Context: an optimization exercise on an open-source flow, tuned for small area and a short achievable clock period. The choices shown serve that exercise and are no tape-out recipe.
Only simulation tests tie the RTL to the original design; equivalence was not proved.
Power is estimated from default activity; no workload was simulated.

==> design.v <==
module mem_responder (
  input  logic        clk,
  input  logic        reset_n,
  input  logic        mem_read,
  input  logic        mem_write,
  input  logic [15:0] mem_address,
  input  logic [15:0] mem_wdata,
  input  logic [1:0]  mem_byte_enable,
  output logic [15:0] mem_rdata,
  output logic        mem_resp,
  output logic        mem_busy
);
  localparam int NR = 32;
  localparam int NS = 8;
  logic        r_busy, r_resp;         
  logic        r_idle, r_w1, r_w2;     
  logic        r_cmt;                  
  logic        r_wr;
  logic [7:0]  r_idx;
  logic [NR-1:0] r_roh [2];   
  logic [15:0] r_wdata;
  logic [1:0]  r_be;
  logic [15:0] r_rdata;
  logic [15:0] r_rs;       
  logic [2:0]  r_ph;
  logic [7:0]  a_idx, b_idx;
  logic [15:0] a_data, b_data;
  logic [1:0]  a_be, b_be;
  logic [3:0]  a_lo, b_lo;    
  logic [15:0] a_hb, b_hb;    
  logic [3:0]  r_qk [2];   
  logic [1:0]  r_qa, r_qb;   
  logic [1:0]  r_qs;       
  logic [15:0] r_m [NR][NS];
  logic        w_live;
  logic        w_req;
  logic        w_resp;
  logic        w_idle_n;
  logic        w_commit;
  logic [7:0]  w_na_idx, w_nb_idx;
  logic [1:0]  w_na_be, w_nb_be;
  logic [7:0]  w_nidx;
  logic [1:0]  w_abm;
  logic        w_rt, w_at, w_bt;
  logic [15:0] w_na_hb, w_nb_hb;
  logic [2:0]  w_nrs;
  logic [1:0]  w_nfa, w_nfb;
  logic [15:0] w_rs, w_rdata;
  assign mem_busy  = r_busy;
  assign mem_resp  = r_resp;
  assign mem_rdata = r_rdata;
  assign w_live   = r_wr ? mem_write : mem_read;
  assign w_req    = mem_read | mem_write;
  assign w_resp   = ~r_idle & ~r_w1 & ~r_w2;
  assign w_idle_n = r_idle ? ~w_req : (w_resp | ~w_live);
  always_ff @(posedge clk or negedge reset_n) begin
    if (!reset_n) begin
      r_busy <= 1'b0;
      r_resp <= 1'b0;
      r_idle <= 1'b1;
      r_w1   <= 1'b0;
      r_w2   <= 1'b0;
      r_cmt  <= 1'b0;
    end else begin
      r_busy <= ~w_idle_n;
      r_resp <= r_w2 & w_live;
      r_idle <= w_idle_n;
      r_w1   <= r_idle & w_req;
      r_w2   <= r_w1 & w_live;
      r_cmt  <= r_w2 & w_live & r_wr;
    end
  end
  always_ff @(posedge clk) begin
    if (r_idle) begin
      r_wr    <= mem_write;
      r_idx   <= mem_address[8:1];
      r_wdata <= mem_wdata;
      r_be    <= mem_byte_enable;
    end
  end
  assign w_commit = r_cmt;
  assign w_na_idx = w_commit ? r_idx : a_idx;
  assign w_na_be  = w_commit ? r_be  : a_be;
  assign w_nb_idx = w_commit ? a_idx : b_idx;
  assign w_abm    = a_be & ~((r_idx == a_idx) ? r_be : 2'b00);
  assign w_nb_be  = w_commit ? w_abm : b_be;
  assign w_rt = (r_idx[2:0] + r_ph + 3'd1) == 3'd7;
  assign w_at = (a_idx[2:0] + r_ph + 3'd1) == 3'd7;
  assign w_bt = (b_idx[2:0] + r_ph + 3'd1) == 3'd7;
  for (genvar i = 0; i < 8; i++) begin : g_hb
    for (genvar b = 0; b < 2; b++) begin : g_b
      mem_responder_mux2 u_a (.s(w_commit),
        .d0((a_idx[7:5] == 3'(i)) & w_at & a_be[b]),
        .d1((r_idx[7:5] == 3'(i)) & w_rt & r_be[b]),
        .y(w_na_hb[2*i+b]));
      mem_responder_mux2 u_b (.s(w_commit),
        .d0((b_idx[7:5] == 3'(i)) & w_bt & b_be[b]),
        .d1((a_idx[7:5] == 3'(i)) & w_at & w_abm[b]),
        .y(w_nb_hb[2*i+b]));
    end
  end
  always_ff @(posedge clk) begin
    r_ph <= r_ph + 3'd1;
    if (w_commit) begin
      a_idx  <= r_idx;
      a_data <= r_wdata;
      a_be   <= r_be;
      b_idx  <= a_idx;
      b_data <= a_data;
      b_be   <= w_abm;
    end
    a_hb <= w_na_hb;
    b_hb <= w_nb_hb;
    for (int i = 0; i < 4; i++) begin
      a_lo[i] <= w_na_idx[4:3] == 2'(i);
      b_lo[i] <= w_nb_idx[4:3] == 2'(i);
    end
  end
  logic [1:0] w_sa [NR];
  logic [1:0] w_sb [NR];
  logic [1:0] w_sk [NR];
  for (genvar r = 0; r < NR; r++) begin : g_sel
    for (genvar b = 0; b < 2; b++) begin : g_b
      mem_responder_and2 u_sa (.a({a_hb[2*(r/4)+b], a_lo[r%4]}), .y(w_sa[r][b]));
      mem_responder_and2 u_sb (.a({b_hb[2*(r/4)+b], b_lo[r%4]}), .y(w_sb[r][b]));
      mem_responder_sel2n u_sk (
        .s0(a_hb[2*(r/4)+b]), .d0(a_lo[r%4]),
        .s1(b_hb[2*(r/4)+b]), .d1(b_lo[r%4]),
        .y(w_sk[r][b]));
    end
  end
  logic [15:0] w_m0 [NR];
  for (genvar r = 0; r < NR; r++) begin : g_ins
    for (genvar i = 0; i < 16; i++) begin : g_bit
      mem_responder_sel3 u_sel (
        .s0(w_sa[r][i/8]), .d0(a_data[i]),
        .s1(w_sb[r][i/8]), .d1(b_data[i]),
        .s2(w_sk[r][i/8]), .d2(r_m[r][NS-1][i]),
        .y(w_m0[r][i]));
    end
  end
  always_ff @(posedge clk) begin
    for (int r = 0; r < NR; r++) begin
      for (int s = 1; s < NS; s++) r_m[r][s] <= r_m[r][s-1];
      r_m[r][0] <= w_m0[r];
    end
  end
  assign w_nidx = r_w1 ? r_idx : mem_address[8:1];
  assign w_nrs  = w_nidx[2:0] + r_ph + 3'd1;
  assign w_nfa  = (r_w1 && a_idx == r_idx) ? a_be : 2'b00;
  assign w_nfb  = ((r_w1 && b_idx == r_idx) ? b_be : 2'b00) & ~w_nfa;
  always_ff @(posedge clk) begin
    for (int r = 0; r < NR; r++) begin
      r_roh[0][r] <= (w_nidx[7:3] == 5'(r)) & ~w_nrs[2];
      r_roh[1][r] <= (w_nidx[7:3] == 5'(r)) & w_nrs[2];
    end
    for (int b = 0; b < 2; b++) begin
      for (int k = 0; k < 4; k++)
        r_qk[b][k] <= ~w_nrs[0] & (w_nrs[2:1] == 2'(k)) & ~w_nfa[b] & ~w_nfb[b];
      r_qa[b] <= w_nfa[b];
      r_qb[b] <= w_nfb[b];
      r_qs[b] <= w_nrs[0] & ~w_nfa[b] & ~w_nfb[b];
    end
  end
  logic [2:0] w_p [4][16];
  for (genvar k = 0; k < 4; k++) begin : g_rd
    for (genvar i = 0; i < 16; i++) begin : g_bit
      logic [11:0] w_g;
      for (genvar g = 0; g < 10; g++) begin : g_grp
        mem_responder_sel3n u_grp (
          .s0(r_roh[k/2][3*g]),   .d0(r_m[3*g][2*k][i]),
          .s1(r_roh[k/2][3*g+1]), .d1(r_m[3*g+1][2*k][i]),
          .s2(r_roh[k/2][3*g+2]), .d2(r_m[3*g+2][2*k][i]),
          .y(w_g[g]));
      end
      mem_responder_sel2n u_grp10 (
        .s0(r_roh[k/2][30]), .d0(r_m[30][2*k][i]),
        .s1(r_roh[k/2][31]), .d1(r_m[31][2*k][i]),
        .y(w_g[10]));
      mem_responder_nand4 u_p0 (.a(w_g[3:0]), .y(w_p[k][i][0]));
      mem_responder_nand4 u_p1 (.a(w_g[7:4]), .y(w_p[k][i][1]));
      mem_responder_nand3 u_p2 (.a(w_g[10:8]), .y(w_p[k][i][2]));
    end
  end
  for (genvar i = 0; i < 16; i++) begin : g_out
    logic [4:0] w_h;
    logic       w_hs;
    for (genvar k = 0; k < 4; k++) begin : g_k
      mem_responder_or3and u_h (.s(r_qk[i/8][k]), .d(w_p[k][i]), .y(w_h[k]));
    end
    mem_responder_sel2n u_hab (
      .s0(r_qa[i/8]), .d0(a_data[i]),
      .s1(r_qb[i/8]), .d1(b_data[i]),
      .y(w_h[4]));
    mem_responder_nand2 u_hs (.a({r_qs[i/8], r_rs[i]}), .y(w_hs));
    mem_responder_nand5 u_rs (.a(w_h), .y(w_rs[i]));
    mem_responder_nand6 u_rd (.a({w_hs, w_h}), .y(w_rdata[i]));
  end
  always_ff @(posedge clk) begin
    r_rs    <= w_rs;
    r_rdata <= w_rdata;
  end
endmodule
module mem_responder_sel3n (
  input  logic s0, d0,
  input  logic s1, d1,
  input  logic s2, d2,
  output logic y
);
  assign y = ~((s0 & d0) | (s1 & d1) | (s2 & d2));
endmodule
module mem_responder_sel2n (
  input  logic s0, d0,
  input  logic s1, d1,
  output logic y
);
  assign y = ~((s0 & d0) | (s1 & d1));
endmodule
module mem_responder_sel3 (
  input  logic s0, d0,
  input  logic s1, d1,
  input  logic s2, d2,
  output logic y
);
  assign y = (s0 & d0) | (s1 & d1) | (s2 & d2);
endmodule
module mem_responder_mux2 (
  input  logic s, d0, d1,
  output logic y
);
  assign y = s ? d1 : d0;
endmodule
module mem_responder_nand2 (
  input  logic [1:0] a,
  output logic       y
);
  assign y = ~&a;
endmodule
module mem_responder_nand3 (
  input  logic [2:0] a,
  output logic       y
);
  assign y = ~&a;
endmodule
module mem_responder_nand4 (
  input  logic [3:0] a,
  output logic       y
);
  assign y = ~&a;
endmodule
module mem_responder_nand5 (
  input  logic [4:0] a,
  output logic       y
);
  assign y = ~&a;
endmodule
module mem_responder_nand6 (
  input  logic [5:0] a,
  output logic       y
);
  assign y = ~&a;
endmodule
module mem_responder_and2 (
  input  logic [1:0] a,
  output logic       y
);
  assign y = &a;
endmodule
module mem_responder_or3and (
  input  logic       s,
  input  logic [2:0] d,
  output logic       y
);
  assign y = ~(s & |d);
endmodule
==> run.sh <==
#!/bin/bash
# synth_recipe.tcl (not shown) runs the flow's synth.tcl, then flattens the netlist and writes it again
# the make line also repeats each setting of config.mk as NAME=value (left out here)
make -C /OpenROAD-flow-scripts/flow DESIGN_CONFIG=/design/flow/config.mk WORK_HOME=/design/flow/orfs CLKGATE_MAP_FILE= SYNTH_SCRIPT=/design/flow/synth_recipe.tcl finish
==> config.mk <==
export PLATFORM = sky130hd
export DESIGN_NAME = mem_responder
export DESIGN_NICKNAME = mem_responder
export VERILOG_FILES = /design/flow/design.v
export SDC_FILE = /design/flow/constraint.sdc
export NUM_CORES = 4
export LEC_CHECK = 0
export ABC_CLOCK_PERIOD_IN_PS = 2000
export CAP_MARGIN = 20
export CORE_MARGIN = 2
export CORE_UTILIZATION = 70
export CTS_CLUSTER_DIAMETER = 70
export CTS_CLUSTER_SIZE = 24
export SETUP_SLACK_MARGIN = 2.7
export SLEW_MARGIN = 20
export SYNTH_HIERARCHICAL = 1
export SYNTH_MEMORY_MAX_BITS = 8192
export SYNTH_MINIMUM_KEEP_SIZE = 0
==> constraint.sdc <==
create_clock -name core_clock -period 5.0 [get_ports {clk}]
set_input_delay 1.0000 -clock core_clock [delete_from_list [all_inputs] [get_ports {clk}]]
set_output_delay 1.0000 -clock core_clock [all_outputs]
set_load 0.01 [all_outputs]
==> impl_metrics.toml, run 1 <==
[status]
status = "complete, no violations"

[logic_synthesis]
avgSynthCellArea_um2 = 15.6
synth.distinct_cells = 59
synth_edf_count = 75
synth_seq_area_share_pct = 80.7
synthesis.nets = 7008
ys_seq_elements = 4334
synth_ff_type = "dfxtp_1"
netlist_area_um2 = 109000
yosysWarnings = 18
synth_cells = 6961
async_flop_share_pct = 0.138

[drt]
wirelength_um = 326000
ant_nets = 0
maxUsedRoutingLayer = "met5"
drt-met1-wl_um = 118000
vias = 64783
wire_per_inst_um = 34.3
wl_met2_um = 144000
drtIter0Drc = 13105
viasPerCell = 6.83
first_pass_iters = 13
drc = 0
wl_met3_um = 38800

[grt]
grt_max_degree = 53
grt_pass1_wl_um = 444000
antenna_found_initial = 17
grt_util_all_layers_pct = 39.8
grt_overflow = 0
grt_pass1_vias = 63131

[power_and_ir_drop]
p_per_area_nw_per_um2 = 476
p_sw_mw = 13.1
finalPower_mw = 56.9
p_sw_share_pct = 23.1
ir_drop_mv = 0.411
internal_power_mw = 43.8
clock_power_share_pct = 30.7
combPwrFrac_pct = 3.8
sequentialPowerShare_pct = 65.5
leakage_nw = 48.6

[sta]
finClkSkew_ns = 0.0491
maxSlewViolCount = 0
min_period_ns = 2.69
fin_tns_setup_ns = 0
max_slew_margin_pct = 14.5
rsz0062_at_grt = "yes"
max_clock_freq_mhz = 371
hold_viol_final = 0
max_slew.worst_pin.slew_ns = 1.28
setup_violations = 0
timing.final.crit_share_pct = 53.9
holdWs_ns = 0.300

[worst_setup_path]
crit_path_end_kind = "flop"
critPathMaxFanout = 16
start_kind = "flop"
arrival_ns = 3.41
r2r-start = "r_roh[1][6]$_DFF_P_"
worst-r2r-cell-count = 7
r2r_end = "r_rdata[14]$_DFF_P_"
worstPathRequired_ns = 5.72
critPathKind = "flop to flop"
r2r_slack_ns = 2.31

[cts]
cts_buffer_depth = 3
clock-root-buffer = "clkbuf_16"
cts.reportedPaths.clkPinSlew_ns = 0.10
cts_hold_buffers = 0
clock_latency_ns = 0.87
cts_made_buffers = 199
htree_num_levels = 4
cts.sinks = 4334
cts_tree = "done"

[floorplan]
die-area_um2 = 158000
die_y_um = 398
start_util_pct = 70.4
die_x_um = 398
pin_count = 56
floorplan.core_area_um2 = 154000
num_rows = 144

[hold_path]
holdPathEnd = "r_m[244][0]$_DFF_P_"
hold_start = "r_m[243][0]$_DFF_P_"
min_path_cells = 0
hold_path.class = "flop to flop"

[cells_and_area]
drive_above_1_share_pct = 11.2
mostFrequentLayoutCell = "dfxtp_1"
mostFrequentLayoutCells = "4165 x dfxtp_1, 1152 x a222oi_1, 533 x inv_1"
nNetsFinal = 7445
area_growth_pct = 10.1

[run]
maxCapViolCount = 0

[placement]
portBuffers = 47
dp_hpwl_um = 195000
place_congestion = 0.977
-- layer usage --
| layer | track usage, % | up-vias |
|---|---|---|
| met5 | 0.151 | - |
| met4 | 26.5 | 12 |
| met3 | 9.67 | 1149 |
| met2 | 61.3 | 4495 |
| met1 | 50.3 | 31960 |
| li1 | - | 27167 |
-- synth_stat cells, types with 5 or more instances --
| cell type | number | share of area [%] |
|---|---|---|
| dfxtp_1 | 4253 | 78 |
| a222oi_1 | 1152 | 11 |
| inv_1 | 533 | 1.8 |
| a22oi_2 | 144 | 1.7 |
| and2_1 | 128 | 0.74 |
| nand4_1 | 128 | 0.74 |
| nor2_1 | 115 | 0.40 |
| nand3_1 | 107 | 0.49 |
| edfxtp_1 | 75 | 2.1 |
| o31ai_2 | 64 | 0.74 |
| nand2_1 | 47 | 0.16 |
| mux2_4 | 32 | 0.44 |
| nor3_1 | 27 | 0.12 |
| and3_1 | 18 | 0.10 |
| and4_1 | 16 | 0.13 |
| nand2b_1 | 13 | 0.075 |
| nor2_2 | 10 | 0.058 |
| xnor2_1 | 10 | 0.081 |
| buf_4 | 6 | 0.042 |
| mux2i_1 | 6 | 0.055 |
| dfrtp_1 | 5 | 0.12 |
| ha_1 | 5 | 0.058 |
-- per-stage QoR --
stage / instance area [um2] / cells / worst slack [ns] / util [%]
CTS: 119000 / 9434 / 2.49 / 77.1
global placement: 112000 / 9131 / 1.84 / 72.9
global route: 119000 / 9484 / 2.31 / 77.6
floorplan: 109000 / 6961 / 2.51 / -
detailed placement: 112000 / 9131 / 1.79 / 72.9
finish: 120000 / 9491 / 2.31 / 77.6
-- critical path, stage by stage (launching register included) --
cell       delay [ns]
dfxtp_4          0.38
buf_12           0.15
bufbuf_16        0.31
a222oi_1         0.48
nand4_1          0.51
o31ai_2          0.37
and4_1           0.23
nand3_1          0.11
-- per-module statistics from Yosys (local to each module, per instance) --
module                cells  flip-flops and latches
mem_responder          4657                    4334
mem_responder_and2        1                       0
mem_responder_sel3        2                       0
mem_responder_nand4       1                       0
mem_responder_sel3n       1                       0
mem_responder_nand3       1                       0
mem_responder_mux2        1                       0
mem_responder_or3and      1                       0
mem_responder_nand5       2                       0
mem_responder_nand2       1                       0
mem_responder_sel2n       1                       0
mem_responder_nand6       2                       0
-- sequential cells by signal (all words and copies together) (netlist names), 3 cells and up --
signal and count:
r_rs 16, r_idx 8, b_idx 8, r_ph 3, b_data 16, r_qk 8, b_hb 16, b_lo 4
a_idx 8, r_wdata 16, a_lo 4, a_hb 16, r_rdata 16, r_m 4096, r_roh 64, a_data 16
-- cell families after synthesis --
kind of cell / count (synthesis) / synth area share, %
buffers and inverters: 549 / 1.95
adder cells (fa/ha/maj): 9 / 0.131
AO/OA/AOI/OAI: 1376 / 13.2
XOR/XNOR: 20 / 0.264
AND/OR/NAND/NOR: 632 / 3.26
multiplexers: 41 / 0.550
flip-flops: 4334 / 80.7
-- what timing repair did --
| item | in CTS | in global routing |
|---|---|---|
| gates cloned | 9 | 8 |
| setup buffers | 53 | 40 |
| endpoints found under the hold margin | 0 | 0 |
| pin swaps | 161 | 121 |
| resized for setup | 202 | 50 |
| setup endpoints to repair | 285 | 115 |
-- power by group through the flow --
| stage | clock network [mW] | logic [mW] | registers (mW) |
|---|---|---|---|
| after floorplan | 0 | 0.786 | 37.5 |
| after global placement | 0 | 1.68 | 38.0 |
| after global routing | 18.8 | 2.16 | 37.3 |
| after CTS | 17.5 | 1.89 | 37.2 |
| final | 17.5 | 2.14 | 37.3 |
| after detailed placement | 0 | 1.70 | 38.0 |
-- worst max path at each step --
stage	startpoint	endpoint	slack (ns)	cells after the start
2_1_floorplan	mem_address[1]	r_roh[1][9]$_DFF_P_	2.51	8
3_3_place_gp	mem_address[1]	r_roh[0][6]$_DFF_P_	1.84	8
3_5_place_dp	mem_address[1]	r_roh[0][7]$_DFF_P_	1.79	8
4_1_cts	r_roh[1][5]$_DFF_P_	r_rdata[9]$_DFF_P_	2.49	6
5_1_grt	r_roh[1][6]$_DFF_P_	r_rdata[8]$_DFF_P_	2.31	7
6_report	r_roh[1][6]$_DFF_P_	r_rdata[14]$_DFF_P_	2.31	7
-- layout make-up --
class / instances / area [um2]
Antenna cell: 9 / 22.5
Clock buffer: 220 / 5060
Clock inverter: 21 / 277
Fill cell: 9166 / 34500
Inverter: 535 / 2010
Multi-Input combinational cell: 2079 / 19000
Sequential cell: 4334 / 87800
Tap cell: 2044 / 2560
Timing Repair Buffer: 249 / 2800
==> inputs of run 2 (changes only) <==
--- a/config.mk
+++ b/config.mk
@@ -8,7 +8,7 @@
 export ABC_CLOCK_PERIOD_IN_PS = 2000
 export CAP_MARGIN = 20
 export CORE_MARGIN = 2
-export CORE_UTILIZATION = 70
+export CORE_UTILIZATION = 62
 export CTS_CLUSTER_DIAMETER = 70
 export CTS_CLUSTER_SIZE = 24
 export SETUP_SLACK_MARGIN = 2.7
==> impl_metrics.toml, run 2 <==
[cts]
cts_buffer_depth = 3
cts_hold_buffers = 0
clock-root-buffer = "clkbuf_16"
cts_tree = "done"
clock_latency_ns = 0.88
cts.reportedPaths.clkPinSlew_ns = 0.09
htree_num_levels = 4
cts.sinks = 4334
cts_made_buffers = 201

[floorplan]
num_rows = 153
start_util_pct = 62.4
die_x_um = 422
pin_count = 56
floorplan.core_area_um2 = 174000
die_y_um = 422
die-area_um2 = 178000

[sta]
holdWs_ns = 0.317
hold_viol_final = 0
min_period_ns = 2.57
max_slew.worst_pin.slew_ns = 1.34
timing.final.crit_share_pct = 51.3
rsz0062_at_grt = "yes"
setup_violations = 0
maxSlewViolCount = 0
max_clock_freq_mhz = 390
finClkSkew_ns = 0.0241
max_slew_margin_pct = 10.7
fin_tns_setup_ns = 0
worst_slack_ns = 2.43

[worst_setup_path]
arrival_ns = 3.30
start_kind = "flop"
crit_chain = "buf_12, buf_16, a222oi_1, nand4_1, o31ai_2, and4_1, nand3_1"
crit_path_end_kind = "flop"
worstPathRequired_ns = 5.73
critPathMaxFanout = 7
crit_path_max_incr_delay_ns = 0.48
cpMaxStageDelayCell = "a222oi_1"
critPathKind = "flop to flop"

[power_and_ir_drop]
p_per_area_nw_per_um2 = 475
p_sw_mw = 13.0
ir_drop_mv = 0.400
sequentialPowerShare_pct = 65.1
finalPower_mw = 57.0
leakage_nw = 48.7
internal_power_mw = 44.0
p_sw_share_pct = 22.8
combPwrFrac_pct = 3.9
clock_power_share_pct = 31.0

[cells_and_area]
largest_register_ffs = 4096
area_growth_pct = 10.5
mostFrequentLayoutCell = "dfxtp_1"
mostFrequentLayoutCells = "4167 x dfxtp_1, 1152 x a222oi_1, 533 x inv_1"
fillerInstances = 12165
fin_util_pct = 69.0
top_register = "r_m"
drive_above_1_share_pct = 11.3
fin_area_um2 = 120000
largestRegisters = "r_m x4096, r_roh x64"
fin_cells = 9758
nNetsFinal = 7435

[logic_synthesis]
async_flop_share_pct = 0.138
netlist_area_um2 = 109000
ys_seq_elements = 4334
avgSynthCellArea_um2 = 15.6
yosysMostFrequentCell = "dfxtp_1"
synthesis.nets = 7008
synth_edf_count = 75
synth_common_cells = "4253 x dfxtp_1, 1152 x a222oi_1, 533 x inv_1"
synth_top_cell_by_area = "dfxtp_1"
synth_ff_type = "dfxtp_1"
synthTopCellsByArea = "dfxtp_1 78%, a222oi_1 11%, edfxtp_1 2.1%, inv_1 1.8%, a22oi_2 1.7%"
synth_top_area_share_pct = 78.5
synth_seq_area_share_pct = 80.7
yosysWarnings = 18
synth.distinct_cells = 59
synth_cells = 6961

[hold_path]
hold_path.class = "flop to flop"

[placement]
place_congestion = 0.885
placed_area_um2 = 113000
dp.cells = 9425
dp_slack_ns = 1.56
dp_hpwl_um = 200000
portBuffers = 47

[drt]
drc = 0
drtIter0Drc = 12709
wire_per_inst_um = 34.0
first_pass_iters = 13
ant_nets = 0
viasPerCell = 6.47
vias = 63115
wirelength_um = 331000

[grt]
antenna_found_initial = 2
grt_pass1_wl_um = 445000
grt_util_all_layers_pct = 35.8
grt_max_degree = 48
grt_pass1_vias = 60138
grt_overflow = 0

[run]
maxCapViolCount = 0

[status]
status = "complete, no violations"
run 2: layout make-up:
type | count | area (um2) | share of cell area [%]
Tap cell | 2325 | 2910 | 2.43
Clock buffer | 232 | 5300 | 4.42
Antenna cell | 6 | 15.0 | 0.0125
Inverter | 535 | 2010 | 1.67
Timing Repair Buffer | 238 | 2690 | 2.24
Multi-Input combinational cell | 2078 | 19100 | 15.9
Clock inverter | 10 | 123 | 0.102
Sequential cell | 4334 | 87800 | 73.2
run 2: power by group through the flow:
stage / sequential, mW / clock [mW] / combinational (mW)
after floorplan: 37.5 / 0 / 0.786
after global placement: 37.8 / 0 / 1.83
after detailed placement: 37.9 / 0 / 1.85
after CTS: 37.1 / 17.9 / 2.01
after global routing: 37.2 / 19.1 / 2.23
final: 37.1 / 17.7 / 2.21
run 2: critical path, delay by kind of cell (launching register included):
family	cells	cell delay, ns
DFF	1	0.40
and+or+nand+nor	3	0.80
AOI/OAI and AO/OA	2	0.86
buffers and inverters	2	0.36
run 2: path summary, 6_finish.rpt:
check	start	endpoint	depth (start not counted)	slack, ns
min in group asynchronous	reset_n	r_w2$_DFF_PN0_	1	0.36
max	r_roh[1][12]$_DFF_P_	r_rdata[10]$_DFF_P_	7	2.43
min reg2reg	r_m[131][4]$_DFF_P_	r_m[132][4]$_DFF_P_	0	0.32
min	r_m[131][4]$_DFF_P_	r_m[132][4]$_DFF_P_	0	0.32
max reg2reg	r_roh[1][12]$_DFF_P_	r_rdata[10]$_DFF_P_	7	2.43
max in group asynchronous	reset_n	r_idle$_DFF_PN1_	1	4.36
run 2: modules after synthesis, one instance, submodules excluded:
module,cells inside,area (um2)
mem_responder_nand6,2,13.8
mem_responder_or3and,1,12.5
mem_responder_nand3,1,5.00
mem_responder_mux2,1,15.0
mem_responder_sel2n,1,12.5
mem_responder_and2,1,6.26
mem_responder,4657,89600
mem_responder_sel3,2,13.8
mem_responder_nand4,1,6.26
mem_responder_nand5,2,11.3
mem_responder_sel3n,1,10.0
mem_responder_nand2,1,3.75
run 2: per-layer routing:
metal  part of all wire [%]  global-route usage (%)  vias up
met2                     43                    53.8     3821
met3                     12                    9.46      869
met1                     39                    47.7    31293
met4                    6.2                    19.2        2
met5                  0.028                       0        -
li1                       -                       -    27130
run 2: logic make-up after synthesis:
family	synth area share [%]
AO/OA/AOI/OAI	13.2
XOR/XNOR	0.264
adder cells (fa/ha/maj)	0.131
buffers and inverters	1.95
flip-flops	80.7
multiplexers	0.550
AND/OR/NAND/NOR	3.26
run 2: what timing repair did:
item	in CTS	in global routing
setup buffers	40	30
pin swaps	181	131
gates resized for setup	220	51
cloned	8	5
endpoints found under the hold margin	0	0
endpoints found under the setup margin	220	96
==> inputs of run 3 (changes only) <==
--- a/config.mk
+++ b/config.mk
@@ -8,10 +8,10 @@
 export ABC_CLOCK_PERIOD_IN_PS = 2000
 export CAP_MARGIN = 20
 export CORE_MARGIN = 2
-export CORE_UTILIZATION = 62
+export CORE_UTILIZATION = 66
 export CTS_CLUSTER_DIAMETER = 70
 export CTS_CLUSTER_SIZE = 24
-export SETUP_SLACK_MARGIN = 2.7
+export SETUP_SLACK_MARGIN = 3.0
 export SLEW_MARGIN = 20
 export SYNTH_HIERARCHICAL = 1
 export SYNTH_MEMORY_MAX_BITS = 8192
==> impl_metrics.toml, run 3 <==
[logic_synthesis]
synthesis.nets = 7008
synth_seq_area_share_pct = 80.7
synthTopCellsByArea = "dfxtp_1 78%, a222oi_1 11%, edfxtp_1 2.1%, inv_1 1.8%, a22oi_2 1.7%"
async_flop_share_pct = 0.138
synth_edf_count = 75
synth_common_cells = "4253 x dfxtp_1, 1152 x a222oi_1, 533 x inv_1"
synth_cells = 6961
synth-compound-area-share_pct = 13.2
avgSynthCellArea_um2 = 15.6
synth.area.mux_share_pct = 0.550
yosysMostFrequentCell = "dfxtp_1"
synth-simple-area-share_pct = 3.26
synth_top_cell_by_area = "dfxtp_1"
synth_top_area_share_pct = 78.5
netlist_area_um2 = 109000
synth_ff_type = "dfxtp_1"
synth.distinct_cells = 59
ys_seq_elements = 4334
synth_top_family_by_area = "compound AO/OA/AOI/OAI gates"
synthAdderAreaFrac_pct = 0.131
yosysWarnings = 18
synth_xor_area_share_pct = 0.264

[worst_setup_path]
r2r_slack_ns = 2.25
arrival_ns = 3.47
crit_path_max_incr_delay_ns = 0.68
worstPathRequired_ns = 5.72
worst-r2r-cell-count = 6
start_kind = "flop"
cpMaxStageDelayCell = "nand4_1"
critPathMaxFanout = 5
critPathKind = "flop to flop"
worst-path-buf-inv = 1
cp_top_family = "compound AO/OA/AOI/OAI gates"
crit_path_end_kind = "flop"
crit_chain = "buf_12, a222oi_1, nand4_1, o31ai_2, and4_1, nand3_1"
r2r-start = "r_roh[1][20]$_DFF_P_"
r2r_end = "r_rdata[15]$_DFF_P_"

[floorplan]
num_rows = 148
die_y_um = 409
die_x_um = 409
die-area_um2 = 168000
start_util_pct = 66.6
floorplan.core_area_um2 = 163000
pin_count = 56

[drt]
wirelength_um = 336000
viasPerCell = 6.71
wire_per_inst_um = 34.6
drc = 0
first_pass_iters = 13
drtIter0Drc = 14308
vias = 65008
ant_nets = 0

[placement]
place_congestion = 0.950
dp_hpwl_um = 196000
portBuffers = 47
dp.cells = 9269

[cells_and_area]
mostFrequentLayoutCells = "4164 x dfxtp_1, 1152 x a222oi_1, 529 x inv_1"
fin_cells = 9694
mostFrequentLayoutCell = "dfxtp_1"
top_register = "r_m"
nNetsFinal = 7519
area_growth_pct = 12.0
largest_register_ffs = 4096
largestRegisters = "r_m x4096, r_roh x64"
multi_input_area_um2 = 19900
fillerInstances = 10312
seq_area_um2 = 87700
drive_above_1_share_pct = 13.8

[grt]
grt_overflow = 0
met1_usage_pct = 50.2
grt_use_met2_pct = 58.1
met3_usage_pct = 8.64
antenna_found_initial = 14
grt_pass1_vias = 62010
grt_max_degree = 42
grt_util_all_layers_pct = 38.6
grt_pass1_wl_um = 452000
busiest_layer = "met2"

[run]
maxCapViolCount = 0

[cts]
cts_tree = "done"
cts.sinks = 4334
cts_buffer_depth = 3
cts.reportedPaths.clkPinSlew_ns = 0.10
cts_hold_buffers = 0
cts_made_buffers = 199
clock-root-buffer = "clkbuf_16"
htree_num_levels = 4
clock_latency_ns = 0.87

[sta]
timing.final.crit_share_pct = 55.0
max_slew_margin_pct = 13.7
max_slew.worst_pin.slew_ns = 1.29
maxSlewViolCount = 0
holdWs_ns = 0.323
fin_tns_setup_ns = 0
min_period_ns = 2.75
hold_viol_final = 0
setup_violations = 0
rsz0062_at_grt = "yes"
finClkSkew_ns = 0.0225
max_clock_freq_mhz = 363

[power_and_ir_drop]
leakage_nw = 49.2
ir_drop_mv = 0.447
p_per_area_nw_per_um2 = 477

[status]
status = "complete, no violations"

[hold_path]
min_path_cells = 0
holdPathEnd = "r_m[4][10]$_DFF_P_"
hold_path.class = "flop to flop"
hold_start = "r_m[3][10]$_DFF_P_"
[run 3: routing by layer]
metal  part of all wire [%]  routed length, um
met1                     36             122000
met4                    7.7              25800
met3                     12              41800
met2                     43             146000
met5                 0.0024                  8
[run 3: layout make-up]
type	count	share of cell area, %
inverter	535	1.66
timing repair buffer	320	3.19
clock inverter	5	0.0484
tap	2175	2.24
sequential	4334	72.2
clock buffer	233	4.31
antenna	10	0.0206
multi-input combinational	2082	16.3
[run 3: report_power, final]
part | total (mW) | internal, mW | switching (mW)
Combinational | 3.52 | 1.06 | 2.46
Clock | 17.5 | 7.40 | 10.1
Sequential | 36.9 | 35.8 | 1.13
[run 3: Yosys stat by module, one instance, submodules excluded, excerpt]
module | cells | flip-flops and latches
mem_responder | 4657 | 4334
mem_responder_mux2 | 1 | 0
mem_responder_sel2n | 1 | 0
mem_responder_or3and | 1 | 0
mem_responder_nand5 | 2 | 0
mem_responder_sel3n | 1 | 0
mem_responder_and2 | 1 | 0
mem_responder_nand4 | 1 | 0
[run 3: kinds of logic after synthesis]
| kind of cell | after synthesis |
|---|---|
| AO/OA/AOI/OAI | 1376 |
| multiplexers | 41 |
| adder cells (fa/ha/maj) | 9 |
| flip-flops | 4334 |
| buffers and inverters | 549 |
| AND/OR/NAND/NOR | 632 |
| XOR/XNOR | 20 |
[run 3: timing repair]
action / in CTS / in global routing
cloned: 17 / 4
buffers inserted: 96 / 60
pin swaps: 243 / 142
resized for setup: 336 / 174
endpoints found under the setup margin: 685 / 248
[run 3: worst max-delay path by stage]
stage / startpoint / end / slack (ns) / cells past startpoint
floorplan: mem_address[1] / r_roh[1][9]$_DFF_P_ / 2.51 / 8
global placement: mem_address[1] / r_roh[0][25]$_DFF_P_ / 1.67 / 8
detailed placement: mem_address[1] / r_roh[0][24]$_DFF_P_ / 1.65 / 8
CTS: r_roh[1][12]$_DFF_P_ / r_rdata[7]$_DFF_P_ / 2.52 / 6
global route: r_roh[1][20]$_DFF_P_ / r_rdata[6]$_DFF_P_ / 2.30 / 7
finish: r_roh[1][20]$_DFF_P_ / r_rdata[15]$_DFF_P_ / 2.25 / 6
[run 3: through the flow]
step / power (mW) / area, um2 / utilization [%] / worst slack, ns
2_1_floorplan: 38.2 / 109000 / - / 2.51
3_3_place_gp: 39.7 / 112000 / 69.0 / 1.67
3_5_place_dp: 39.8 / 112000 / 69.0 / 1.65
4_1_cts: 57.3 / 120000 / 73.7 / 2.52
5_1_grt: 59.2 / 122000 / 74.6 / 2.30
6_report: 58.0 / 122000 / 74.6 / 2.25

-- re-timing with driven ports --
The results above use ideal ports. As a check the final layouts listed here were re-extracted and re-timed, cells and wires unchanged.
Step 1, drivers: a clkbuf_16 drives clk and a buf_2 each remaining input, both assumed.
Step 2 adds t to the input delays and takes it off the output delays; t is the mean of the earliest and latest rising clock arrival at the registers after step 1. Input paths then give back, and output paths get back, about the clock's delay inside the block.
Three values: ideal ports, drivers, drivers and shift; two values: the first two.
run | t, ns | setup slack, ns | worst setup path at the end | worst slew at a driven data input, ns | pins driven straight from the clock port
run 1 | 0.930 | 2.307 / 2.307 / 1.757 | input to register | 0.20 | 1
run 2 | 0.950 | 2.433 / 2.433 / 1.925 | input to register | 0.11 | 1
run 3 | 0.944 | 2.249 / 2.249 / 1.888 | input to register | 0.18 | 1
After both steps setup and hold are still met in every run listed. For run 1, which loses most, drivers alone change the setup slack by 0.000 ns; drivers and shift together by -0.550 ns.
